Source: an optimization exercise on an open RTL-to-GDS flow (aim: small area, a short achievable clock period and few clock cycles per item). Production flows keep margins and buffers that such runs may drop. The RTL was checked by simulation tests, not by an equivalence proof against the original design.

==> flow/design.v <==
package iir_df1_biquad_axis_pkg;
    localparam int unsigned acc_guard_bits = 3;
endpackage
module iir_biquad_sat
#(
    parameter int acc_width    = 32,
    parameter int inout_width  = 16,
    parameter int scale_factor = 14
) (
    input  logic [acc_width-1:scale_factor] acc,
    output logic [inout_width-1:0]          y
);
    localparam int top = scale_factor + inout_width - 1;
    logic hi_ok;
    assign hi_ok = (acc[acc_width-1:top] == '0) || (acc[acc_width-1:top] == '1);
    assign y = hi_ok ? acc[top:scale_factor] : {acc[acc_width-1], {(inout_width-1){~acc[acc_width-1]}}};
endmodule
module iir_sum_g (
    input  logic [17:0] t,
    input  logic [15:0] x1,
    input  logic [15:0] y2,
    output logic [31:0] sa,
    output logic [31:14] sb,
    output logic [0:0] c
);
    logic t1, t2, t3, t4, t5, t6, t7, t8, t9, t10, t11, t12, t13, t14, t15, t16;
    logic t17, t18, t19, t20, t21, t22, t23, t24, t25, t26, t27, t28, t29, t30, t31, t32;
    logic t33, t34, t35, t36, t37, t38, t39, t40, t41, t42, t43, t44, t45, t46, t47, t48;
    logic t49, t50, t51, t52, t53, t54, t55, t56, t57, t58, t59, t60, t61, t62, t63, t64;
    logic t65, t66, t67, t68, t69, t70, t71, t72, t73, t74, t75, t76, t77, t78, t79, t80;
    logic t81, t82, t83, t84, t85, t86, t87, t88, t89, t90, t91, t92, t93, t94, t95, t96;
    logic t97, t98, t99, t100, t101, t102, t103, t104, t105, t106, t107, t108, t109, t110, t111, t112;
    logic t113, t114, t115, t116, t117, t118, t119, t120, t121, t122, t123, t124, t125, t126, t127, t128;
    logic t129, t130, t131, t132, t133, t134, t135, t136, t137, t138, t139, t140, t141, t142, t143, t144;
    logic t145, t146, t147, t148, t149, t150, t151, t152, t153, t154, t155, t156, t157, t158, t159, t160;
    logic t161, t162, t163, t164, t165, t166, t167, t168, t169, t170, t171, t172, t173, t174, t175, t176;
    logic t177, t178, t179, t180, t181, t182, t183, t184, t185, t186, t187, t188, t189, t190, t191, t192;
    logic t193, t194, t195, t196, t197, t198, t199, t200, t201, t202, t203, t204, t205, t206, t207, t208;
    logic t209, t210, t211, t212, t213, t214, t215, t216, t217, t218, t219, t220, t221, t222, t223, t224;
    logic t225, t226, t227, t228, t229, t230, t231, t232, t233, t234, t235, t236, t237, t238, t239, t240;
    logic t241, t242, t243, t244, t245, t246, t247, t248, t249, t250, t251, t252, t253, t254, t255, t256;
    logic t257, t258, t259, t260, t261, t262, t263, t264, t265, t266, t267, t268, t269, t270, t271, t272;
    logic t273, t274, t275, t276, t277, t278, t279, t280, t281, t282, t283, t284, t285, t286, t287, t288;
    logic t289, t290, t291, t292, t293, t294, t295, t296, t297, t298, t299, t300, t301, t302, t303, t304;
    logic t305, t306, t307, t308, t309, t310, t311, t312, t313, t314, t315, t316, t317, t318, t319, t320;
    logic t321, t322, t323, t324, t325, t326, t327, t328, t329, t330, t331, t332, t333, t334, t335, t336;
    logic t337, t338, t339, t340, t341, t342, t343, t344, t345, t346, t347, t348, t349, t350, t351, t352;
    logic t353, t354, t355, t356, t357, t358, t359, t360, t361, t362, t363, t364, t365, t366, t367, t368;
    logic t369, t370, t371, t372, t373, t374, t375, t376, t377, t378, t379, t380, t381, t382, t383, t384;
    logic t385, t386, t387, t388, t389, t390, t391, t392, t393, t394, t395, t396;
    assign t1 = ~t[8];
    assign t2 = 1'b1 ^ t1 ^ t[5];
    assign t3 = (1'b1 & t1) | (1'b1 & t[5]) | (t1 & t[5]);
    assign t4 = ~t[9];
    assign t5 = t4 ^ t[6] ^ t[4];
    assign t6 = (t4 & t[6]) | (t4 & t[4]) | (t[6] & t[4]);
    assign t7 = ~t[10];
    assign t8 = 1'b1 ^ t7 ^ t[7];
    assign t9 = (1'b1 & t7) | (1'b1 & t[7]) | (t7 & t[7]);
    assign t10 = t[5] ^ t[3] ^ x1[5];
    assign t11 = (t[5] & t[3]) | (t[5] & x1[5]) | (t[3] & x1[5]);
    assign t12 = ~t[11];
    assign t13 = t12 ^ t[8] ^ t[6];
    assign t14 = (t12 & t[8]) | (t12 & t[6]) | (t[8] & t[6]);
    assign t15 = t[4] ^ x1[6] ^ y2[11];
    assign t16 = (t[4] & x1[6]) | (t[4] & y2[11]) | (x1[6] & y2[11]);
    assign t17 = ~t[12];
    assign t18 = t17 ^ t[9] ^ t[7];
    assign t19 = (t17 & t[9]) | (t17 & t[7]) | (t[9] & t[7]);
    assign t20 = t[5] ^ x1[7] ^ y2[12];
    assign t21 = (t[5] & x1[7]) | (t[5] & y2[12]) | (x1[7] & y2[12]);
    assign t22 = ~t[13];
    assign t23 = t22 ^ t[10] ^ t[8];
    assign t24 = (t22 & t[10]) | (t22 & t[8]) | (t[10] & t[8]);
    assign t25 = t[6] ^ x1[8] ^ y2[13];
    assign t26 = (t[6] & x1[8]) | (t[6] & y2[13]) | (x1[8] & y2[13]);
    assign t27 = ~t[14];
    assign t28 = 1'b1 ^ t27 ^ t[11];
    assign t29 = (1'b1 & t27) | (1'b1 & t[11]) | (t27 & t[11]);
    assign t30 = t[9] ^ t[7] ^ x1[9];
    assign t31 = (t[9] & t[7]) | (t[9] & x1[9]) | (t[7] & x1[9]);
    assign t32 = y2[14] ^ y2[12] ^ y2[10];
    assign t33 = (y2[14] & y2[12]) | (y2[14] & y2[10]) | (y2[12] & y2[10]);
    assign t34 = ~t[15];
    assign t35 = 1'b1 ^ t34 ^ t[12];
    assign t36 = (1'b1 & t34) | (1'b1 & t[12]) | (t34 & t[12]);
    assign t37 = t[10] ^ t[8] ^ x1[10];
    assign t38 = (t[10] & t[8]) | (t[10] & x1[10]) | (t[8] & x1[10]);
    assign t39 = ~y2[15];
    assign t40 = t39 ^ y2[13] ^ y2[11];
    assign t41 = (t39 & y2[13]) | (t39 & y2[11]) | (y2[13] & y2[11]);
    assign t42 = y2[9] ^ y2[7];
    assign t43 = y2[9] & ~y2[7];
    assign t44 = ~t[16];
    assign t45 = 1'b1 ^ t44 ^ t[13];
    assign t46 = (1'b1 & t44) | (1'b1 & t[13]) | (t44 & t[13]);
    assign t47 = t[11] ^ t[9] ^ x1[11];
    assign t48 = (t[11] & t[9]) | (t[11] & x1[11]) | (t[9] & x1[11]);
    assign t49 = y2[14] ^ y2[12] ^ y2[10];
    assign t50 = (y2[14] & y2[12]) | (y2[14] & y2[10]) | (y2[12] & y2[10]);
    assign t51 = y2[8] ^ y2[6];
    assign t52 = ~y2[8] & y2[6];
    assign t53 = 1'b1 ^ t[17] ^ t[14];
    assign t54 = (1'b1 & t[17]) | (1'b1 & t[14]) | (t[17] & t[14]);
    assign t55 = t[12] ^ t[10] ^ x1[12];
    assign t56 = (t[12] & t[10]) | (t[12] & x1[12]) | (t[10] & x1[12]);
    assign t57 = t39 ^ y2[13] ^ y2[11];
    assign t58 = (t39 & y2[13]) | (t39 & y2[11]) | (y2[13] & y2[11]);
    assign t59 = y2[9] ^ y2[7];
    assign t60 = ~y2[9] & y2[7];
    assign t61 = 1'b1 ^ t[15] ^ t[13];
    assign t62 = (1'b1 & t[15]) | (1'b1 & t[13]) | (t[15] & t[13]);
    assign t63 = t[11] ^ x1[13] ^ y2[14];
    assign t64 = (t[11] & x1[13]) | (t[11] & y2[14]) | (x1[13] & y2[14]);
    assign t65 = y2[12] ^ y2[10];
    assign t66 = y2[12] & ~y2[10];
    assign t67 = 1'b1 ^ t[16] ^ t[14];
    assign t68 = (1'b1 & t[16]) | (1'b1 & t[14]) | (t[16] & t[14]);
    assign t69 = t[12] ^ x1[14] ^ t39;
    assign t70 = (t[12] & x1[14]) | (t[12] & t39) | (x1[14] & t39);
    assign t71 = t[17] ^ t[15];
    assign t72 = ~t[17] & t[15];
    assign t73 = t[5] ^ t[2];
    assign t74 = ~t[5] & t[2];
    assign t75 = ~t[6];
    assign t76 = t75 ^ t[3] ^ t[1];
    assign t77 = (t75 & t[3]) | (t75 & t[1]) | (t[3] & t[1]);
    assign t78 = x1[1] ^ y2[6];
    assign t79 = x1[1] & y2[6];
    assign t80 = ~t[7];
    assign t81 = t80 ^ t[4] ^ t[2];
    assign t82 = (t80 & t[4]) | (t80 & t[2]) | (t[4] & t[2]);
    assign t83 = t[0] ^ x1[2] ^ y2[7];
    assign t84 = (t[0] & x1[2]) | (t[0] & y2[7]) | (x1[2] & y2[7]);
    assign t85 = y2[5] ^ y2[3];
    assign t86 = y2[5] & y2[3];
    assign t87 = t[3] ^ t[1] ^ x1[3];
    assign t88 = (t[3] & t[1]) | (t[3] & x1[3]) | (t[1] & x1[3]);
    assign t89 = y2[8] ^ y2[6] ^ y2[4];
    assign t90 = (y2[8] & y2[6]) | (y2[8] & y2[4]) | (y2[6] & y2[4]);
    assign t91 = ~y2[0];
    assign t92 = y2[2] ^ t91 ^ t2;
    assign t93 = (y2[2] & t91) | (y2[2] & t2) | (t91 & t2);
    assign t94 = t[2] ^ x1[4] ^ y2[9];
    assign t95 = (t[2] & x1[4]) | (t[2] & y2[9]) | (x1[4] & y2[9]);
    assign t96 = y2[7] ^ y2[5] ^ y2[3];
    assign t97 = (y2[7] & y2[5]) | (y2[7] & y2[3]) | (y2[5] & y2[3]);
    assign t98 = ~y2[1];
    assign t99 = t98 ^ t3 ^ t5;
    assign t100 = (t98 & t3) | (t98 & t5) | (t3 & t5);
    assign t101 = y2[10] ^ y2[8] ^ y2[6];
    assign t102 = (y2[10] & y2[8]) | (y2[10] & y2[6]) | (y2[8] & y2[6]);
    assign t103 = ~y2[2];
    assign t104 = y2[4] ^ t103 ^ y2[0];
    assign t105 = (y2[4] & t103) | (y2[4] & y2[0]) | (t103 & y2[0]);
    assign t106 = t6 ^ t8 ^ t10;
    assign t107 = (t6 & t8) | (t6 & t10) | (t8 & t10);
    assign t108 = y2[9] ^ y2[7] ^ y2[5];
    assign t109 = (y2[9] & y2[7]) | (y2[9] & y2[5]) | (y2[7] & y2[5]);
    assign t110 = ~y2[3];
    assign t111 = t110 ^ y2[1] ^ t9;
    assign t112 = (t110 & y2[1]) | (t110 & t9) | (y2[1] & t9);
    assign t113 = t11 ^ t13 ^ t15;
    assign t114 = (t11 & t13) | (t11 & t15) | (t13 & t15);
    assign t115 = y2[10] ^ y2[8] ^ y2[6];
    assign t116 = (y2[10] & y2[8]) | (y2[10] & y2[6]) | (y2[8] & y2[6]);
    assign t117 = ~y2[4];
    assign t118 = t117 ^ y2[2] ^ t14;
    assign t119 = (t117 & y2[2]) | (t117 & t14) | (y2[2] & t14);
    assign t120 = t16 ^ t18 ^ t20;
    assign t121 = (t16 & t18) | (t16 & t20) | (t18 & t20);
    assign t122 = y2[11] ^ y2[9] ^ y2[7];
    assign t123 = (y2[11] & y2[9]) | (y2[11] & y2[7]) | (y2[9] & y2[7]);
    assign t124 = ~y2[5];
    assign t125 = t124 ^ y2[3] ^ t19;
    assign t126 = (t124 & y2[3]) | (t124 & t19) | (y2[3] & t19);
    assign t127 = t21 ^ t23 ^ t25;
    assign t128 = (t21 & t23) | (t21 & t25) | (t23 & t25);
    assign t129 = ~y2[6];
    assign t130 = y2[8] ^ t129 ^ y2[4];
    assign t131 = (y2[8] & t129) | (y2[8] & y2[4]) | (t129 & y2[4]);
    assign t132 = t91 ^ t24 ^ t26;
    assign t133 = (t91 & t24) | (t91 & t26) | (t24 & t26);
    assign t134 = t28 ^ t30 ^ t32;
    assign t135 = (t28 & t30) | (t28 & t32) | (t30 & t32);
    assign t136 = t124 ^ y2[1] ^ t42;
    assign t137 = (t124 & y2[1]) | (t124 & t42) | (y2[1] & t42);
    assign t138 = t29 ^ t31 ^ t33;
    assign t139 = (t29 & t31) | (t29 & t33) | (t31 & t33);
    assign t140 = t35 ^ t37 ^ t40;
    assign t141 = (t35 & t37) | (t35 & t40) | (t37 & t40);
    assign t142 = ~t43;
    assign t143 = y2[2] ^ t142 ^ t51;
    assign t144 = (y2[2] & t142) | (y2[2] & t51) | (t142 & t51);
    assign t145 = t36 ^ t38 ^ t41;
    assign t146 = (t36 & t38) | (t36 & t41) | (t38 & t41);
    assign t147 = t45 ^ t47 ^ t49;
    assign t148 = (t45 & t47) | (t45 & t49) | (t47 & t49);
    assign t149 = ~t52;
    assign t150 = y2[3] ^ t149 ^ t59;
    assign t151 = (y2[3] & t149) | (y2[3] & t59) | (t149 & t59);
    assign t152 = t46 ^ t48 ^ t50;
    assign t153 = (t46 & t48) | (t46 & t50) | (t48 & t50);
    assign t154 = t53 ^ t55 ^ t57;
    assign t155 = (t53 & t55) | (t53 & t57) | (t55 & t57);
    assign t156 = y2[8] ^ t117 ^ t60;
    assign t157 = (y2[8] & t117) | (y2[8] & t60) | (t117 & t60);
    assign t158 = ~t65;
    assign t159 = t158 ^ t54 ^ t56;
    assign t160 = (t158 & t54) | (t158 & t56) | (t54 & t56);
    assign t161 = t58 ^ t61 ^ t63;
    assign t162 = (t58 & t61) | (t58 & t63) | (t61 & t63);
    assign t163 = ~y2[11];
    assign t164 = y2[13] ^ t163 ^ y2[9];
    assign t165 = (y2[13] & t163) | (y2[13] & y2[9]) | (t163 & y2[9]);
    assign t166 = t124 ^ t66 ^ t62;
    assign t167 = (t124 & t66) | (t124 & t62) | (t66 & t62);
    assign t168 = t64 ^ t67 ^ t69;
    assign t169 = (t64 & t67) | (t64 & t69) | (t67 & t69);
    assign t170 = ~x1[15];
    assign t171 = t[13] ^ t170 ^ y2[14];
    assign t172 = (t[13] & t170) | (t[13] & y2[14]) | (t170 & y2[14]);
    assign t173 = ~y2[10];
    assign t174 = y2[12] ^ t173 ^ y2[6];
    assign t175 = (y2[12] & t173) | (y2[12] & y2[6]) | (t173 & y2[6]);
    assign t176 = ~t71;
    assign t177 = t176 ^ t68 ^ t70;
    assign t178 = (t176 & t68) | (t176 & t70) | (t68 & t70);
    assign t179 = 1'b1 ^ t[16] ^ t[14];
    assign t180 = (1'b1 & t[16]) | (1'b1 & t[14]) | (t[16] & t[14]);
    assign t181 = y2[15] ^ y2[13] ^ t163;
    assign t182 = (y2[15] & y2[13]) | (y2[15] & t163) | (y2[13] & t163);
    assign t183 = y2[7] ^ t72;
    assign t184 = ~y2[7] & t72;
    assign t185 = t[17] ^ t34 ^ y2[14];
    assign t186 = (t[17] & t34) | (t[17] & y2[14]) | (t34 & y2[14]);
    assign t187 = t[4] ^ t[1];
    assign t188 = ~t[4] & t[1];
    assign t189 = t[0] ^ x1[0] ^ y2[5];
    assign t190 = (t[0] & x1[0]) | (t[0] & y2[5]) | (x1[0] & y2[5]);
    assign t191 = y2[3] ^ y2[1];
    assign t192 = y2[3] & y2[1];
    assign t193 = y2[4] ^ y2[2] ^ y2[0];
    assign t194 = (y2[4] & y2[2]) | (y2[4] & y2[0]) | (y2[2] & y2[0]);
    assign t195 = t74 ^ t78 ^ t76;
    assign t196 = (t74 & t78) | (t74 & t76) | (t78 & t76);
    assign t197 = y2[1] ^ t79 ^ t85;
    assign t198 = (y2[1] & t79) | (y2[1] & t85) | (t79 & t85);
    assign t199 = t77 ^ t81 ^ t83;
    assign t200 = (t77 & t81) | (t77 & t83) | (t81 & t83);
    assign t201 = t86 ^ t82 ^ t84;
    assign t202 = (t86 & t82) | (t86 & t84) | (t82 & t84);
    assign t203 = t87 ^ t89 ^ t92;
    assign t204 = (t87 & t89) | (t87 & t92) | (t89 & t92);
    assign t205 = t88 ^ t90 ^ t94;
    assign t206 = (t88 & t90) | (t88 & t94) | (t90 & t94);
    assign t207 = t96 ^ t93 ^ t99;
    assign t208 = (t96 & t93) | (t96 & t99) | (t93 & t99);
    assign t209 = t95 ^ t97 ^ t101;
    assign t210 = (t95 & t97) | (t95 & t101) | (t97 & t101);
    assign t211 = t104 ^ t100 ^ t106;
    assign t212 = (t104 & t100) | (t104 & t106) | (t100 & t106);
    assign t213 = t102 ^ t105 ^ t108;
    assign t214 = (t102 & t105) | (t102 & t108) | (t105 & t108);
    assign t215 = t107 ^ t111 ^ t113;
    assign t216 = (t107 & t111) | (t107 & t113) | (t111 & t113);
    assign t217 = t109 ^ t115 ^ t112;
    assign t218 = (t109 & t115) | (t109 & t112) | (t115 & t112);
    assign t219 = t114 ^ t118 ^ t120;
    assign t220 = (t114 & t118) | (t114 & t120) | (t118 & t120);
    assign t221 = t116 ^ t122 ^ t119;
    assign t222 = (t116 & t122) | (t116 & t119) | (t122 & t119);
    assign t223 = t121 ^ t125 ^ t127;
    assign t224 = (t121 & t125) | (t121 & t127) | (t125 & t127);
    assign t225 = t123 ^ t130 ^ t126;
    assign t226 = (t123 & t130) | (t123 & t126) | (t130 & t126);
    assign t227 = t128 ^ t132 ^ t134;
    assign t228 = (t128 & t132) | (t128 & t134) | (t132 & t134);
    assign t229 = ~t136;
    assign t230 = t131 ^ t229 ^ t133;
    assign t231 = (t131 & t229) | (t131 & t133) | (t229 & t133);
    assign t232 = t135 ^ t138 ^ t140;
    assign t233 = (t135 & t138) | (t135 & t140) | (t138 & t140);
    assign t234 = ~t139;
    assign t235 = t137 ^ t143 ^ t234;
    assign t236 = (t137 & t143) | (t137 & t234) | (t143 & t234);
    assign t237 = t141 ^ t145 ^ t147;
    assign t238 = (t141 & t145) | (t141 & t147) | (t145 & t147);
    assign t239 = ~t146;
    assign t240 = t144 ^ t150 ^ t239;
    assign t241 = (t144 & t150) | (t144 & t239) | (t150 & t239);
    assign t242 = t148 ^ t152 ^ t154;
    assign t243 = (t148 & t152) | (t148 & t154) | (t152 & t154);
    assign t244 = ~t151;
    assign t245 = t244 ^ t156 ^ t153;
    assign t246 = (t244 & t156) | (t244 & t153) | (t156 & t153);
    assign t247 = t155 ^ t159 ^ t161;
    assign t248 = (t155 & t159) | (t155 & t161) | (t159 & t161);
    assign t249 = t164 ^ t157 ^ t160;
    assign t250 = (t164 & t157) | (t164 & t160) | (t157 & t160);
    assign t251 = t162 ^ t166 ^ t168;
    assign t252 = (t162 & t166) | (t162 & t168) | (t166 & t168);
    assign t253 = ~t174;
    assign t254 = t165 ^ t171 ^ t253;
    assign t255 = (t165 & t171) | (t165 & t253) | (t171 & t253);
    assign t256 = t167 ^ t169 ^ t177;
    assign t257 = (t167 & t169) | (t167 & t177) | (t169 & t177);
    assign t258 = ~t175;
    assign t259 = t172 ^ t258 ^ t179;
    assign t260 = (t172 & t258) | (t172 & t179) | (t258 & t179);
    assign t261 = ~t178;
    assign t262 = t181 ^ t183 ^ t261;
    assign t263 = (t181 & t183) | (t181 & t261) | (t183 & t261);
    assign t264 = ~y2[8];
    assign t265 = y2[12] ^ t264 ^ t180;
    assign t266 = (y2[12] & t264) | (y2[12] & t180) | (t264 & t180);
    assign t267 = ~t184;
    assign t268 = t182 ^ t185 ^ t267;
    assign t269 = (t182 & t185) | (t182 & t267) | (t185 & t267);
    assign t270 = 1'b1 ^ t[16] ^ y2[15];
    assign t271 = (1'b1 & t[16]) | (1'b1 & y2[15]) | (t[16] & y2[15]);
    assign t272 = ~y2[13];
    assign t273 = t272 ^ y2[9] ^ t186;
    assign t274 = (t272 & y2[9]) | (t272 & t186) | (y2[9] & t186);
    assign t275 = ~t[17];
    assign t276 = 1'b1 ^ t275 ^ y2[14];
    assign t277 = (1'b1 & t275) | (1'b1 & y2[14]) | (t275 & y2[14]);
    assign t278 = t[3] ^ t[0];
    assign t279 = ~t[3] & t[0];
    assign t280 = y2[4] ^ y2[2] ^ y2[0];
    assign t281 = (y2[4] & y2[2]) | (y2[4] & y2[0]) | (y2[2] & y2[0]);
    assign t282 = ~t73;
    assign t283 = t188 ^ t191 ^ t282;
    assign t284 = (t188 & t191) | (t188 & t282) | (t191 & t282);
    assign t285 = t192 ^ t190 ^ t193;
    assign t286 = (t192 & t190) | (t192 & t193) | (t190 & t193);
    assign t287 = t194 ^ t197 ^ t196;
    assign t288 = (t194 & t197) | (t194 & t196) | (t197 & t196);
    assign t289 = t198 ^ t200 ^ t201;
    assign t290 = (t198 & t200) | (t198 & t201) | (t200 & t201);
    assign t291 = t202 ^ t205 ^ t204;
    assign t292 = (t202 & t205) | (t202 & t204) | (t205 & t204);
    assign t293 = t206 ^ t209 ^ t208;
    assign t294 = (t206 & t209) | (t206 & t208) | (t209 & t208);
    assign t295 = t210 ^ t213 ^ t212;
    assign t296 = (t210 & t213) | (t210 & t212) | (t213 & t212);
    assign t297 = t214 ^ t216 ^ t217;
    assign t298 = (t214 & t216) | (t214 & t217) | (t216 & t217);
    assign t299 = t218 ^ t220 ^ t221;
    assign t300 = (t218 & t220) | (t218 & t221) | (t220 & t221);
    assign t301 = t222 ^ t224 ^ t225;
    assign t302 = (t222 & t224) | (t222 & t225) | (t224 & t225);
    assign t303 = t226 ^ t228 ^ t230;
    assign t304 = (t226 & t228) | (t226 & t230) | (t228 & t230);
    assign t305 = ~t235;
    assign t306 = t231 ^ t233 ^ t305;
    assign t307 = (t231 & t233) | (t231 & t305) | (t233 & t305);
    assign t308 = ~t238;
    assign t309 = t236 ^ t308 ^ t240;
    assign t310 = (t236 & t308) | (t236 & t240) | (t308 & t240);
    assign t311 = ~t241;
    assign t312 = t311 ^ t243 ^ t245;
    assign t313 = (t311 & t243) | (t311 & t245) | (t243 & t245);
    assign t314 = t246 ^ t248 ^ t249;
    assign t315 = (t246 & t248) | (t246 & t249) | (t248 & t249);
    assign t316 = t254 ^ t250 ^ t252;
    assign t317 = (t254 & t250) | (t254 & t252) | (t250 & t252);
    assign t318 = t255 ^ t259 ^ t257;
    assign t319 = (t255 & t259) | (t255 & t257) | (t259 & t257);
    assign t320 = ~t268;
    assign t321 = t260 ^ t265 ^ t320;
    assign t322 = (t260 & t265) | (t260 & t320) | (t265 & t320);
    assign t323 = ~t273;
    assign t324 = t270 ^ t266 ^ t323;
    assign t325 = (t270 & t266) | (t270 & t323) | (t266 & t323);
    assign t326 = t173 ^ t271 ^ t276;
    assign t327 = (t173 & t271) | (t173 & t276) | (t271 & t276);
    assign t328 = y2[15] ^ y2[11];
    assign t329 = ~(y2[15] | y2[11]);
    assign t332 = t[1] ^ y2[1];
    assign t333 = ~t[1] & y2[1];
    assign t334 = ~t[2];
    assign t335 = t334 ^ y2[2] ^ y2[0];
    assign t336 = (t334 & y2[2]) | (t334 & y2[0]) | (y2[2] & y2[0]);
    assign t337 = ~t278;
    assign t338 = y2[3] ^ y2[1] ^ t337;
    assign t339 = (y2[3] & y2[1]) | (y2[3] & t337) | (y2[1] & t337);
    assign t340 = ~t187;
    assign t341 = t279 ^ t340 ^ t280;
    assign t342 = (t279 & t340) | (t279 & t280) | (t340 & t280);
    assign t343 = t281 ^ t189 ^ t283;
    assign t344 = (t281 & t189) | (t281 & t283) | (t189 & t283);
    assign t345 = t284 ^ t285 ^ t195;
    assign t346 = (t284 & t285) | (t284 & t195) | (t285 & t195);
    assign t347 = t286 ^ t199 ^ t287;
    assign t348 = (t286 & t199) | (t286 & t287) | (t199 & t287);
    assign t349 = t288 ^ t289 ^ t203;
    assign t350 = (t288 & t289) | (t288 & t203) | (t289 & t203);
    assign t351 = t290 ^ t207 ^ t291;
    assign t352 = (t290 & t207) | (t290 & t291) | (t207 & t291);
    assign t353 = t211 ^ t292 ^ t293;
    assign t354 = (t211 & t292) | (t211 & t293) | (t292 & t293);
    assign t355 = t215 ^ t294 ^ t295;
    assign t356 = (t215 & t294) | (t215 & t295) | (t294 & t295);
    assign t357 = t219 ^ t296 ^ t297;
    assign t358 = (t219 & t296) | (t219 & t297) | (t296 & t297);
    assign t359 = t223 ^ t298 ^ t299;
    assign t360 = (t223 & t298) | (t223 & t299) | (t298 & t299);
    assign t361 = t227 ^ t300 ^ t301;
    assign t362 = (t227 & t300) | (t227 & t301) | (t300 & t301);
    assign t363 = t232 ^ t302 ^ t303;
    assign t364 = (t232 & t302) | (t232 & t303) | (t302 & t303);
    assign t365 = t237 ^ t304 ^ t306;
    assign t366 = (t237 & t304) | (t237 & t306) | (t304 & t306);
    assign t367 = ~t309;
    assign t368 = t242 ^ t307 ^ t367;
    assign t369 = (t242 & t307) | (t242 & t367) | (t307 & t367);
    assign t370 = ~t310;
    assign t371 = t247 ^ t370 ^ t312;
    assign t372 = (t247 & t370) | (t247 & t312) | (t370 & t312);
    assign t373 = t251 ^ t313 ^ t314;
    assign t374 = (t251 & t313) | (t251 & t314) | (t313 & t314);
    assign t375 = t256 ^ t315 ^ t316;
    assign t376 = (t256 & t315) | (t256 & t316) | (t315 & t316);
    assign t377 = ~t262;
    assign t378 = t377 ^ t317 ^ t318;
    assign t379 = (t377 & t317) | (t377 & t318) | (t317 & t318);
    assign t380 = ~t263;
    assign t381 = t380 ^ t321 ^ t319;
    assign t382 = (t380 & t321) | (t380 & t319) | (t321 & t319);
    assign t383 = ~t269;
    assign t384 = t383 ^ t324 ^ t322;
    assign t385 = (t383 & t324) | (t383 & t322) | (t324 & t322);
    assign t386 = ~t274;
    assign t387 = t326 ^ t386 ^ t325;
    assign t388 = (t326 & t386) | (t326 & t325) | (t386 & t325);
    assign t389 = t328 ^ t277 ^ t327;
    assign t390 = (t328 & t277) | (t328 & t327) | (t277 & t327);
    assign t391 = y2[12] ^ t329;
    assign t392 = ~y2[12] & t329;
    logic [14:0] lo_sum;
    assign lo_sum = {1'b0, t358, t356, t354, t352, t350, t348, t346, t344, t342, t339, t336, t333, ~t[0], t[0]} + {1'b0, t359, t357, t355, t353, t351, t349, t347, t345, t343, t341, t338, t335, ~t332, y2[0]};
    assign sa = {1'b1, 1'b0, ~y2[14], ~y2[13], t392, t390, t388, t385, t382, t379, t376, t374, t372, t369, t366, t364, t362, t360, lo_sum[13:0]};
    assign sb = {1'b0, 1'b0, y2[15], y2[14], y2[13], ~t391, t389, t387, t384, t381, t378, t375, t373, t371, t368, t365, t363, t361};
    assign c = lo_sum[14];
endmodule
module iir_sum_loop (
    input  logic [31:0] ga,
    input  logic [17:0] gb,
    input  logic [0:0] c,
    input  logic [15:0] y1,
    output logic [31:14] s
);
    logic t1, t2, t3, t4, t5, t6, t7, t8, t9, t10, t11, t12, t13, t14, t15, t16;
    logic t17, t18, t19, t20, t21, t22, t23, t24, t25, t26, t27, t28, t29, t30, t31, t32;
    logic t33, t34, t35, t36, t37, t38, t39, t40, t41, t42, t43, t44, t45, t46, t47, t48;
    logic t49, t50, t51, t52, t53, t54, t55, t56, t57, t58, t59, t60, t61, t62, t63, t64;
    logic t65, t66, t67, t68, t69, t70, t71, t72, t73, t74, t75, t76, t77, t78, t79, t80;
    logic t81, t82, t83, t84, t85, t86, t87, t88, t89, t90, t91, t92, t93, t94, t95, t96;
    logic t97, t98, t99, t100, t101, t102, t103, t104, t105, t106, t107, t108, t109, t110, t111, t112;
    logic t113, t114, t115, t116, t117, t118, t119, t120, t121, t122, t123, t124, t125, t126, t127, t128;
    logic t129, t130, t131, t132, t133, t134, t135, t136, t137, t138, t139, t140, t141, t142, t143, t144;
    logic t145, t146, t147, t148;
    logic [31:0] ra, rb, sum;
    assign t1 = ga[14] ^ gb[0] ^ c[0];
    assign t2 = (ga[14] & gb[0]) | (ga[14] & c[0]) | (gb[0] & c[0]);
    assign t3 = ga[15] ^ gb[1] ^ y1[12];
    assign t4 = (ga[15] & gb[1]) | (ga[15] & y1[12]) | (gb[1] & y1[12]);
    assign t5 = y1[8] ^ y1[5];
    assign t6 = y1[8] & ~y1[5];
    assign t7 = ga[16] ^ gb[2] ^ y1[13];
    assign t8 = (ga[16] & gb[2]) | (ga[16] & y1[13]) | (gb[2] & y1[13]);
    assign t9 = ~y1[6];
    assign t10 = y1[9] ^ t9 ^ y1[1];
    assign t11 = (y1[9] & t9) | (y1[9] & y1[1]) | (t9 & y1[1]);
    assign t12 = ga[17] ^ gb[3] ^ y1[14];
    assign t13 = (ga[17] & gb[3]) | (ga[17] & y1[14]) | (gb[3] & y1[14]);
    assign t14 = ~y1[7];
    assign t15 = y1[10] ^ t14 ^ y1[2];
    assign t16 = (y1[10] & t14) | (y1[10] & y1[2]) | (t14 & y1[2]);
    assign t17 = ~y1[15];
    assign t18 = ga[18] ^ gb[4] ^ t17;
    assign t19 = (ga[18] & gb[4]) | (ga[18] & t17) | (gb[4] & t17);
    assign t20 = ~y1[8];
    assign t21 = y1[11] ^ t20 ^ y1[3];
    assign t22 = (y1[11] & t20) | (y1[11] & y1[3]) | (t20 & y1[3]);
    assign t23 = ga[19] ^ gb[5] ^ y1[12];
    assign t24 = (ga[19] & gb[5]) | (ga[19] & y1[12]) | (gb[5] & y1[12]);
    assign t25 = y1[9] ^ y1[4];
    assign t26 = ~y1[9] & y1[4];
    assign t27 = ga[20] ^ gb[6] ^ y1[13];
    assign t28 = (ga[20] & gb[6]) | (ga[20] & y1[13]) | (gb[6] & y1[13]);
    assign t29 = y1[10] ^ y1[5];
    assign t30 = ~y1[10] & y1[5];
    assign t31 = ga[21] ^ gb[7] ^ y1[14];
    assign t32 = (ga[21] & gb[7]) | (ga[21] & y1[14]) | (gb[7] & y1[14]);
    assign t33 = y1[11] ^ y1[6];
    assign t34 = ~y1[11] & y1[6];
    assign t35 = ga[22] ^ gb[8] ^ t17;
    assign t36 = (ga[22] & gb[8]) | (ga[22] & t17) | (gb[8] & t17);
    assign t37 = y1[12] ^ y1[7];
    assign t38 = ~y1[12] & y1[7];
    assign t39 = ~y1[13];
    assign t40 = ga[23] ^ gb[9] ^ t39;
    assign t41 = (ga[23] & gb[9]) | (ga[23] & t39) | (gb[9] & t39);
    assign t42 = ga[24] ^ gb[10];
    assign t43 = ga[24] & gb[10];
    assign t44 = ga[25] ^ gb[11];
    assign t45 = ga[25] & gb[11];
    assign t46 = ga[10] ^ y1[7];
    assign t47 = ga[10] & y1[7];
    assign t48 = ga[11] ^ y1[8] ^ y1[4];
    assign t49 = (ga[11] & y1[8]) | (ga[11] & y1[4]) | (y1[8] & y1[4]);
    assign t50 = ga[12] ^ y1[9] ^ y1[5];
    assign t51 = (ga[12] & y1[9]) | (ga[12] & y1[5]) | (y1[9] & y1[5]);
    assign t52 = ga[13] ^ y1[10] ^ y1[6];
    assign t53 = (ga[13] & y1[10]) | (ga[13] & y1[6]) | (y1[10] & y1[6]);
    assign t54 = ~y1[4];
    assign t55 = y1[11] ^ y1[7] ^ t54;
    assign t56 = (y1[11] & y1[7]) | (y1[11] & t54) | (y1[7] & t54);
    assign t57 = ~t5;
    assign t58 = y1[0] ^ t57 ^ t2;
    assign t59 = (y1[0] & t57) | (y1[0] & t2) | (t57 & t2);
    assign t60 = t6 ^ t4 ^ t7;
    assign t61 = (t6 & t4) | (t6 & t7) | (t4 & t7);
    assign t62 = t8 ^ t11 ^ t12;
    assign t63 = (t8 & t11) | (t8 & t12) | (t11 & t12);
    assign t64 = t13 ^ t16 ^ t18;
    assign t65 = (t13 & t16) | (t13 & t18) | (t16 & t18);
    assign t66 = ~t25;
    assign t67 = t66 ^ t19 ^ t22;
    assign t68 = (t66 & t19) | (t66 & t22) | (t19 & t22);
    assign t69 = ~t29;
    assign t70 = t26 ^ t69 ^ t24;
    assign t71 = (t26 & t69) | (t26 & t24) | (t69 & t24);
    assign t72 = ~t33;
    assign t73 = t30 ^ t72 ^ t28;
    assign t74 = (t30 & t72) | (t30 & t28) | (t72 & t28);
    assign t75 = ~t37;
    assign t76 = t34 ^ t75 ^ t32;
    assign t77 = (t34 & t75) | (t34 & t32) | (t75 & t32);
    assign t78 = y1[8] ^ t38 ^ t36;
    assign t79 = (y1[8] & t38) | (y1[8] & t36) | (t38 & t36);
    assign t80 = ~y1[14];
    assign t81 = t80 ^ y1[9] ^ t42;
    assign t82 = (t80 & y1[9]) | (t80 & t42) | (y1[9] & t42);
    assign t83 = y1[15] ^ y1[10] ^ t43;
    assign t84 = (y1[15] & y1[10]) | (y1[15] & t43) | (y1[10] & t43);
    assign t85 = ga[26] ^ gb[12] ^ y1[11];
    assign t86 = (ga[26] & gb[12]) | (ga[26] & y1[11]) | (gb[12] & y1[11]);
    assign t87 = ga[27] ^ gb[13];
    assign t88 = ga[27] & gb[13];
    assign t89 = ga[28] ^ gb[14];
    assign t90 = ga[28] & gb[14];
    assign t91 = ga[29] ^ gb[15];
    assign t92 = ga[29] & gb[15];
    assign t93 = ga[30] ^ gb[16];
    assign t94 = ga[30] & gb[16];
    assign t95 = ga[7] ^ y1[4];
    assign t96 = ga[7] & y1[4];
    assign t97 = ga[8] ^ y1[5] ^ y1[1];
    assign t98 = (ga[8] & y1[5]) | (ga[8] & y1[1]) | (y1[5] & y1[1]);
    assign t99 = ga[9] ^ y1[6] ^ y1[2];
    assign t100 = (ga[9] & y1[6]) | (ga[9] & y1[2]) | (y1[6] & y1[2]);
    assign t101 = ~y1[0];
    assign t102 = y1[3] ^ t101 ^ t46;
    assign t103 = (y1[3] & t101) | (y1[3] & t46) | (t101 & t46);
    assign t104 = ~y1[1];
    assign t105 = t104 ^ t47 ^ t48;
    assign t106 = (t104 & t47) | (t104 & t48) | (t47 & t48);
    assign t107 = ~y1[2];
    assign t108 = t107 ^ t49 ^ t50;
    assign t109 = (t107 & t49) | (t107 & t50) | (t49 & t50);
    assign t110 = ~y1[3];
    assign t111 = t110 ^ t51 ^ t52;
    assign t112 = (t110 & t51) | (t110 & t52) | (t51 & t52);
    assign t113 = t53 ^ t55 ^ t1;
    assign t114 = (t53 & t55) | (t53 & t1) | (t55 & t1);
    assign t115 = t56 ^ t3 ^ t58;
    assign t116 = (t56 & t3) | (t56 & t58) | (t3 & t58);
    assign t117 = t10 ^ t59 ^ t60;
    assign t118 = (t10 & t59) | (t10 & t60) | (t59 & t60);
    assign t119 = t15 ^ t61 ^ t62;
    assign t120 = (t15 & t61) | (t15 & t62) | (t61 & t62);
    assign t121 = t21 ^ t63 ^ t64;
    assign t122 = (t21 & t63) | (t21 & t64) | (t63 & t64);
    assign t123 = t23 ^ t65 ^ t67;
    assign t124 = (t23 & t65) | (t23 & t67) | (t65 & t67);
    assign t125 = t27 ^ t68 ^ t70;
    assign t126 = (t27 & t68) | (t27 & t70) | (t68 & t70);
    assign t127 = t31 ^ t71 ^ t73;
    assign t128 = (t31 & t71) | (t31 & t73) | (t71 & t73);
    assign t129 = t35 ^ t74 ^ t76;
    assign t130 = (t35 & t74) | (t35 & t76) | (t74 & t76);
    assign t131 = t40 ^ t77 ^ t78;
    assign t132 = (t40 & t77) | (t40 & t78) | (t77 & t78);
    assign t133 = t41 ^ t81 ^ t79;
    assign t134 = (t41 & t81) | (t41 & t79) | (t81 & t79);
    assign t135 = t44 ^ t82 ^ t83;
    assign t136 = (t44 & t82) | (t44 & t83) | (t82 & t83);
    assign t137 = t45 ^ t85 ^ t84;
    assign t138 = (t45 & t85) | (t45 & t84) | (t85 & t84);
    assign t139 = y1[12] ^ t87 ^ t86;
    assign t140 = (y1[12] & t87) | (y1[12] & t86) | (t87 & t86);
    assign t141 = y1[13] ^ t88 ^ t89;
    assign t142 = (y1[13] & t88) | (y1[13] & t89) | (t88 & t89);
    assign t143 = y1[14] ^ t90 ^ t91;
    assign t144 = (y1[14] & t90) | (y1[14] & t91) | (t90 & t91);
    assign t145 = t17 ^ t92 ^ t93;
    assign t146 = (t17 & t92) | (t17 & t93) | (t92 & t93);
    assign t147 = ga[31] ^ gb[17] ^ t94;
    assign t148 = (ga[31] & gb[17]) | (ga[31] & t94) | (gb[17] & t94);
    assign ra = {t146, t144, t142, t140, t138, t136, t134, t132, t130, t128, t126, t124, t122, t120, t118, t116, t114, t112, t109, t106, t103, t100, t98, t96, t95, ga[6], ga[5], ga[4], ga[3], ga[2], ga[1], ga[0]};
    assign rb = {t147, t145, t143, t141, t139, t137, t135, t133, t131, t129, t127, t125, t123, t121, t119, t117, t115, t113, t111, t108, t105, t102, t99, t97, y1[0], y1[3], y1[2], y1[1], y1[0], 1'b0, 1'b0, 1'b0};
    assign sum = ra + rb;
    assign s = sum[31:14];
endmodule
module iir_df1_biquad_axis
#(
    parameter int unsigned coeff_width  = 16,
    parameter int unsigned inout_width  = 16,
    parameter int unsigned scale_factor = 14,
    parameter int          a1_int_coeff = -31880,
    parameter int          a2_int_coeff = 15531,
    parameter int          bo_int_coeff = 167,
    parameter int          b1_int_coeff = -302,
    parameter int          b2_int_coeff = 167
) (
    input  logic                          clk,
    input  logic                          rst,
    input  logic                          s_axis_tvalid,
    input  logic signed [inout_width-1:0] s_axis_tdata,
    output logic                          m_axis_tready,
    output logic signed [inout_width-1:0] m_axis_tdata,
    output logic                          m_axis_tvalid
);
    logic        v1_q, v2_q, v3_q;        
    logic [15:0] hx1_q, hx2_q;            
    logic [15:0] y1_q;                    
    logic [15:0] yb_q;                    
    logic signed [17:0] r, t_d, t_q;
    logic [31:0]  ga_d, ga_q;
    logic [31:14] gb_d, gb_q;
    logic         gc_d, gc_q;
    logic [31:14] acc;
    logic [15:0]  y_sat;
    assign r   = 18'(signed'(hx2_q)) - 18'(signed'(hx1_q)) * 18'sd2;
    assign t_d = 18'(signed'(s_axis_tdata)) + r;
    iir_sum_g u_g (.t(t_q), .x1(hx2_q), .y2(yb_q), .sa(ga_d), .sb(gb_d), .c(gc_d));
    iir_sum_loop u_loop (.ga(ga_q), .gb(gb_q), .c(gc_q), .y1(y1_q), .s(acc));
    iir_biquad_sat #(.acc_width(32), .inout_width(16), .scale_factor(14)) u_sat (
        .acc (acc),
        .y   (y_sat)
    );
    always_ff @(posedge clk) begin
        t_q  <= t_d;
        ga_q <= ga_d;
        gb_q <= gb_d;
        gc_q <= gc_d;
        if (rst) begin
            v1_q  <= 1'b0;
            v2_q  <= 1'b0;
            v3_q  <= 1'b0;
            hx1_q <= '0;
            hx2_q <= '0;
            y1_q  <= '0;
            yb_q  <= '0;
        end else begin
            v1_q <= s_axis_tvalid;
            v2_q <= v1_q;
            v3_q <= v2_q;
            if (s_axis_tvalid) begin
                hx1_q <= s_axis_tdata;
                hx2_q <= hx1_q;
            end
            if (v2_q) begin
                y1_q <= y_sat;
            end
            if (v1_q && v2_q) begin
                yb_q <= y_sat;
            end else if (v1_q || v2_q) begin
                yb_q <= y1_q;
            end
        end
    end
    assign m_axis_tready = 1'b1;
    assign m_axis_tdata  = y1_q;
    assign m_axis_tvalid = v3_q;
endmodule
==> flow/run.sh <==
#!/bin/bash
# synth_recipe.tcl (not shown) runs the flow's synth.tcl, then flattens the netlist and writes it again
# the make line also repeats each setting of config.mk as NAME=value (left out here)
make -C /OpenROAD-flow-scripts/flow DESIGN_CONFIG=/design/flow/config.mk WORK_HOME=/design/flow/orfs CLKGATE_MAP_FILE= SYNTH_SCRIPT=/design/flow/synth_recipe.tcl finish
==> flow/config.mk <==
export PLATFORM = sky130hd
export DESIGN_NAME = iir_df1_biquad_axis
export DESIGN_NICKNAME = iir_df1_biquad_axis
export VERILOG_FILES = /design/flow/design.v
export SDC_FILE = /design/flow/constraint.sdc
export NUM_CORES = 4
export LEC_CHECK = 0
export ABC_AREA = 1
export CAP_MARGIN = 20
export CORE_MARGIN = 2
export CORE_UTILIZATION = 60
export SETUP_SLACK_MARGIN = 3.0
export SLEW_MARGIN = 20
==> flow/constraint.sdc <==
create_clock -name core_clock -period 7.0 [get_ports {clk}]
set_input_delay 1.4000 -clock core_clock [delete_from_list [all_inputs] [get_ports {clk}]]
set_output_delay 1.4000 -clock core_clock [all_outputs]
set_load 0.01 [all_outputs]
==> results of run 1 <==
-- layout make-up --
type / instances / area share [%]
Multi-Input combinational cell: 896 / 60.3
Sequential cell: 129 / 17.8
Inverter: 466 / 11.9
Timing Repair Buffer: 55 / 3.70
Clock buffer: 20 / 3.15
Tap cell: 275 / 2.32
Clock inverter: 12 / 0.835
-- metrics by stage --
stage,setup WS [ps],util [%],std cells
2_1_floorplan,3060,-,1512
3_3_place_gp,2740,63.9,1801
3_5_place_dp,2710,63.9,1801
4_1_cts,3000,67.7,1844
5_1_grt,2830,70.6,1853
6_report,3040,70.6,1853
-- worst min path at each step --
stage                          startpoint                to
global route              v1_q$_SDFF_PP0_   v2_q$_SDFF_PP0_
CTS                       v1_q$_SDFF_PP0_   v2_q$_SDFF_PP0_
detailed placement        v1_q$_SDFF_PP0_   v2_q$_SDFF_PP0_
floorplan           yb_q[15]$_SDFFE_PP0P_  gb_q[15]$_DFF_P_
finish                    v1_q$_SDFF_PP0_   v2_q$_SDFF_PP0_
global placement          v1_q$_SDFF_PP0_   v2_q$_SDFF_PP0_
-- cell families (layout without fill, tap and decap cells) --
group,Yosys count,after routing,share of synthesized area [%]
compound gates,211,211,9.22
buf+inv,488,553,14.5
other cells,1,1,0.0292
flops,129,129,20.1
xor+xnor,39,39,2.66
simple gates,339,340,11.8
fa+ha+maj,305,305,41.7
-- worst max-delay path: cells and delay by family (launching register included) --
family	cells	cell delay, ps
flops	1	350
buf+inv	6	530
compound gates	1	120
fa+ha+maj	4	1820
simple gates	13	1010
-- layout by cell type, fill, tap and decap left out, types with 3 or more instances in the layout --
cell / synthesis / routed
inv_1: 458 / 438
fa_1: 206 / 201
nand2_1: 206 / 165
dfxtp_1: 129 / 103
ha_1: 99 / 86
a21oi_1: 95 / 85
nor2_1: 57 / 52
o21ai_0: 56 / 50
nand2_2: 5 / 35
clkdlybuf4s50_1: 0 / 35
xor2_1: 33 / 33
nand3_1: 33 / 31
inv_2: 6 / 22
a21oi_2: 10 / 19
nand2_4: 15 / 18
clkbuf_16: 0 / 17
dfxtp_2: 0 / 17
o22ai_1: 16 / 16
buf_4: 1 / 14
o21ai_2: 2 / 12
ha_4: 0 / 10
o21bai_1: 9 / 9
nand2_8: 0 / 9
dfxtp_4: 0 / 9
nor2_2: 4 / 7
xnor2_1: 6 / 6
inv_6: 0 / 6
a21o_1: 5 / 5
nor3_1: 6 / 5
fa_2: 0 / 5
nand4_1: 4 / 4
clkinvlp_4: 0 / 4
o21ai_1: 8 / 4
clkinv_4: 0 / 4
nand3_2: 2 / 3
ha_2: 0 / 3
clkbuf_8: 0 / 3
buf_6: 1 / 3
buf_12: 1 / 3
-- timing repair --
item,in CTS,in global routing
pin swaps,9,38
setup buffers,11,8
gates resized for setup,32,154
cloned,0,1
setup endpoints to repair,34,36
-- state kept, by name, summed over array words and instances, names as in the netlist --
| signal | flops |
|---|---|
| ga_q | 27 |
| gb_q | 16 |
| gc_q | 1 |
| hx1_q | 16 |
| hx2_q | 16 |
| t_q | 18 |
| v1_q | 1 |
| v2_q | 1 |
| v3_q | 1 |
| y1_q | 16 |
| yb_q | 16 |
-- routing by layer --
| metal | track usage, % | share of wire (%) | up-vias |
|---|---|---|---|
| met4 | 9.20 | 2.4 | 0 |
| met2 | 50.0 | 50 | 183 |
| met3 | 5.85 | 4.2 | 52 |
| li1 | - | - | 4605 |
| met5 | 0 | 0 | - |
| met1 | 37.0 | 44 | 4494 |
==> reports/results.ini, run 1 <==
[synthesis]
synth-main-ff-cell = dfxtp_1
yosysMostFrequentCell = inv_1
ys_ff_latch = 129
async_reset_ff_share_pct = 0
synth_area_sq_um = 12800
synth_nets = 1836
synth.avg_cell_area_sq_um = 8.50
synthTopCellsByCount = 458 x inv_1, 206 x fa_1, 206 x nand2_1
ys_types = 44
synth-edff-count = 0
ys.warnings.count = 1
ys_seq_area_share_pct = 20.1
yosysTopAreaCellShare_pct = 32.1
synthTopCellsByArea = fa_1 32%, dfxtp_1 20%, inv_1 13%, ha_1 9.6%, nand2_1 6.0%
synth_cells = 1512
synth.largest_area_cell = fa_1

[timing]
drv_slew = 0
max_slew_margin_pct = 22.2
tns_ps = 0
finalCritPeriodShare_pct = 56.5
whs_ps = 448
setup_violations = 0
min_period_ps = 3960
fmaxAchievable_mhz = 253
finalHoldViolCount = 0
rsz0062_at_grt = yes
finClkSkew_ps = 12.9
worstMarginPinSlew_ps = 1160

[worst_setup_path]
r2r_cells = 24
end_kind = flop
critPathSlowestCell = fa_1
worst-setup-path-type = reg2reg
critPathLaunchType = flop
worst_ep_arrival_time_ps = 4270
reg2reg_to = y1_q[11]$_SDFFE_PP0P_
worst-path-max-fanout = 7
r2r_start = y1_q[13]$_SDFFE_PP0P_
path_common_cell = nand2_2
endpoint = y1_q[11]$_SDFFE_PP0P_
cp_cell_sequence = clkinvlp_4 > fa_1 > fa_2 > fa_1 > inv_2 > ha_4 > nand2_2 > nand2_2 > nand2_2 > nand2_2 > nand2_1 > nand2_1 > inv_2 > nor2_4 > nor2_4 > nand2_2 > nand2_2 > nand2_4 > inv_6 > nand2_8 > buf_12 > nand2_8 > o21ai_2 > inv_1
crit_required_ps = 7310
slowest_delay_ps = 540
r2r_slack_ps = 3040
critPathLaunch = y1_q[13]$_SDFFE_PP0P_

[global_route]
grt_pass1_vias = 9720
groute.usage.overall_pct = 29.1
overflow = 0
antenna_found_initial = 0
grt_pass1_wl_microns = 49400
grt_max_degree = 36

[finish]
layout.nets = 1889
diodes = 0
drive_gt1_share_pct = 15.0
syn_to_final_growth_pct = 15.4
multi_input_area_sq_um = 8940
finish.instance_area_sq_um = 14800
seqCellArea_sq_um = 2640
n_fill_cell = 1682

[place]
dp.final_hpwl_microns = 25600
port_buffers = 35
dpl-instance-area_sq_um = 13400
place_congestion = 0.899

[clock_network]
clk_latency_ps = 430
clkTransAtPathRegs_ps = 60
cts_tree = yes
clockRootBuffer = clkbuf_16
cts_hold_buf = 0
clock-sinks = 129
cts_buffers = 17
htreeDepth = 4
clk_path_buf_depth = 2

[min_path]
hold_depth = 2
hold_path.class = reg2reg

[run_status]
status = no timing/DRC/antenna violations

[detailed_routing]
dr.pass1.iters = 5
drc_errors = 0
wl_microns = 31200
routedWlPerCell_microns = 16.8
ant_nets = 0
drtIter0Drc = 451
via_per_inst = 5.04
dr_total_vias = 9334

[floorplan]
rows = 53
dieArea_sq_um = 22600
die_w_microns = 150
die_y_microns = 150
coreArea_sq_um = 21000
initial_core_util_pct = 61.1
io_pins = 37

[job]
max-cap-violations = 0

Testbench counts, summed over its fixed seeds: cycles 24,024, items 24,000.
==> inputs of run 2 (changes only) <==
--- a/flow/config.mk
+++ b/flow/config.mk
@@ -10,4 +10,4 @@
 export CORE_MARGIN = 2
-export CORE_UTILIZATION = 60
-export SETUP_SLACK_MARGIN = 3.0
+export CORE_UTILIZATION = 40
+export SETUP_SLACK_MARGIN = 3.3
 export SLEW_MARGIN = 20
==> run 2 against run 1 <==
  * First-iteration DRC count shrank 5.8%
  * Register-to-register slack gained 120 ps
  * Via count shrank 0.24%
  * Clock skew shrank 2.2 ps
  * Global-route usage shrank 9.2 points
  * Final cell count grew 7.6%
  * Wire length grew 1.5%
  * Sequential cell count is the same
  * Clock-buffer cell count shrank 1
  * Critical path type unchanged
  * Largest cell class unchanged
==> reports/results.ini, run 2 <==
[synthesis]
yosysMostFrequentCell = inv_1
synthTopCellsByCount = 458 x inv_1, 206 x fa_1, 206 x nand2_1
yosysTopAreaCellShare_pct = 32.1
synth_area_sq_um = 12800
synth_nets = 1836
synth-main-ff-cell = dfxtp_1
async_reset_ff_share_pct = 0
ys.warnings.count = 1
synth_cells = 1512
synth.avg_cell_area_sq_um = 8.50
synth-edff-count = 0
ys_ff_latch = 129
ys_seq_area_share_pct = 20.1
synth.largest_area_cell = fa_1
synthTopCellsByArea = fa_1 32%, dfxtp_1 20%, inv_1 13%, ha_1 9.6%, nand2_1 6.0%
ys_types = 44

[worst_setup_path]
r2r_cells = 19
critPathBufInv = 5
r2r_slack_ps = 3160
slowest_delay_ps = 510
path_delay_family = adder cells
cp_cell_sequence = inv_4 > ha_4 > inv_2 > fa_1 > inv_2 > fa_2 > inv_2 > fa_1 > fa_1 > ha_4 > inv_4 > nor3_4 > nand2_1 > nand4_1 > a21o_1 > nand2_1 > nand2_2 > a21oi_2 > xnor2_1
worst_ep_arrival_time_ps = 4150
critPathLaunch = t_q[5]$_DFF_P_
critical_path_depth = 19
critPathLaunchType = flop
r2r_start = t_q[5]$_DFF_P_
worst-path-max-fanout = 3
end_kind = flop
crit_required_ps = 7310
endpoint = ga_q[13]$_DFF_P_
reg2reg_to = ga_q[13]$_DFF_P_
critPathSlowestCell = fa_1
worst-setup-path-type = reg2reg

[finish]
final_core_util_pct = 48.2
top_regs = ga_q x27, t_q x18
layout.nets = 1903
multi_input_area_sq_um = 9020
n_fill_cell = 3023
drive_gt1_share_pct = 17.0
seqCellArea_sq_um = 2670
largest_register_ffs = 27
diodes = 0
final_common_cell = inv_1
final_cell_mix = 432 x inv_1, 200 x fa_1, 164 x nand2_1
regMostFlops = ga_q
syn_to_final_growth_pct = 18.3

[place]
dp.final_hpwl_microns = 26100
place_congestion = 0.897
port_buffers = 35

[timing]
setup_violations = 0
tns_ps = 0
max_slew_margin_pct = 37.8
drv_slew = 0
min_period_ps = 3840
finalCritPeriodShare_pct = 54.8
fmaxAchievable_mhz = 261
finalHoldViolCount = 0
finClkSkew_ps = 10.7
rsz0062_at_grt = yes
worstMarginPinSlew_ps = 930

[clock_network]
cts_buffers = 17
htreeDepth = 4
clk_path_buf_depth = 2
cts_tree = yes
clk_latency_ps = 420
clockRootBuffer = clkbuf_16
cts_hold_buf = 0
clock-sinks = 129
clkTransAtPathRegs_ps = 60

[job]
max-cap-violations = 0

[detailed_routing]
routedWlPerCell_microns = 15.9
drtIter0Drc = 425
via_per_inst = 4.67
dr.pass1.iters = 5
dr_total_vias = 9312
wl_microns = 31600
ant_nets = 0
drc_errors = 0

[global_route]
grt_pass1_vias = 9926
groute.usage.overall_pct = 19.9
top_usage_layer = met2
use_met1_pct = 26.4
overflow = 0
grt_max_degree = 36
use_met2_pct = 34.9
grtUsageMet3_pct = 2.44
grt_pass1_wl_microns = 52000
antenna_found_initial = 0

[floorplan]
dieArea_sq_um = 33600
die_w_microns = 183
initial_core_util_pct = 40.7
rows = 65
io_pins = 37
die_y_microns = 183
coreArea_sq_um = 31600

[min_path]
hold_path.class = reg2reg
hold_depth = 0

[run_status]
status = no timing/DRC/antenna violations

run 2: cell types whose count changed in the layout (fill, tap and decap cells not counted), moves of 5 or more:
cell,delta
buf_4,+15
dfxtp_4,+8
o21ai_1,+7
dfxtp_1,-6
ha_4,+6
inv_1,-6
nand2_4,+6
ha_1,-5
o21ai_2,-5
run 2: timing repair:
action	CTS	global route
pin swaps	49	20
setup buffers	23	8
resized for setup	151	54
cloned	2	0
setup endpoints to repair	40	44
run 2: worst min-delay path by stage:
stage	to	slack [ps]	start
2_1_floorplan	gb_q[15]$_DFF_P_	390	yb_q[15]$_SDFFE_PP0P_
3_3_place_gp	v2_q$_SDFF_PP0_	470	v1_q$_SDFF_PP0_
3_5_place_dp	gb_q[15]$_DFF_P_	460	yb_q[15]$_SDFFE_PP0P_
4_1_cts	gb_q[15]$_DFF_P_	480	yb_q[15]$_SDFFE_PP0P_
5_1_grt	gb_q[13]$_DFF_P_	480	yb_q[13]$_SDFFE_PP0P_
6_report	gb_q[15]$_DFF_P_	480	yb_q[15]$_SDFFE_PP0P_
run 2: area by class of cell:
class / instances / share of cell area [%]
Clock buffer: 19 / 2.85
Clock inverter: 13 / 1.02
Inverter: 466 / 11.8
Multi-Input combinational cell: 897 / 59.4
Sequential cell: 129 / 17.5
Tap cell: 402 / 3.31
Timing Repair Buffer: 68 / 4.14
run 2: logic make-up after synthesis:
logic type | synth area share [%]
AO/OA/AOI/OAI | 9.22
XOR/XNOR | 2.66
adder cells (fa/ha/maj) | 41.7
buffers and inverters | 14.5
flip-flops | 20.1
other | 0.0292
AND/OR/NAND/NOR | 11.8
run 2: through the flow:
step | std cells | hold WS [ps] | setup WS, ps | instance area [sq um]
after detailed placement | 1928 | 464 | 2740 | 13600
after global placement | 1928 | 472 | 2760 | 13600
after global routing | 1994 | 484 | 2960 | 15200
after floorplan | 1512 | 395 | 3250 | 12900
after CTS | 1985 | 480 | 3180 | 14900
final | 1994 | 476 | 3160 | 15200
run 2: metal layers:
| metal | routed length [microns] | share of wire, % | vias up |
|---|---|---|---|
| li1 | - | - | 4618 |
| met1 | 14700 | 46 | 4514 |
| met2 | 15600 | 49 | 150 |
| met3 | 885 | 2.8 | 30 |
| met4 | 412 | 1.3 | 0 |
| met5 | 0 | 0 | - |
run 2: worst register-to-register path, cell delays in order, from the launching register on:
cell	delay (ps)
dfxtp_2	350
inv_4	50
ha_4	260
inv_2	40
fa_1	510
inv_2	40
fa_2	330
inv_2	60
fa_1	430
fa_1	510
ha_4	310
inv_4	40
nor3_4	110
nand2_1	80
nand4_1	130
a21o_1	160
nand2_1	60
nand2_2	100
a21oi_2	60
xnor2_1	110

-- what the ideal ports hide --
The results above use ideal ports. As a check the final layouts listed here were re-extracted and re-timed, cells and wires unchanged.
Step 1: set_driving_cell puts a clkbuf_16 on clk and a buf_2 on each other input, an assumption about the parent block.
Step 2 adds t to the input delays and takes it off the output delays; t is the mean of the earliest and latest rising clock arrival at the registers after step 1. Input paths then give back, and output paths get back, about the clock's delay inside the block.
Three values: ideal ports, drivers, drivers and shift; two values: the first two.
| run | t (ns) | setup WS [ns] | worst hold slack (ns) | cell pins on the clock port's net |
|---|---|---|---|---|
| run 1 | 0.472 | 3.042 / 3.042 / 2.862 | 0.448 / 0.448 / 0.448 | 1 |
| run 2 | 0.468 | 3.164 / 3.164 / 2.980 | 0.476 / 0.476 / 0.476 | 1 |
After both steps every run listed still meets setup and hold. For run 2, which loses most, drivers alone change the setup slack by 0.000 ns; drivers and shift together by -0.184 ns.
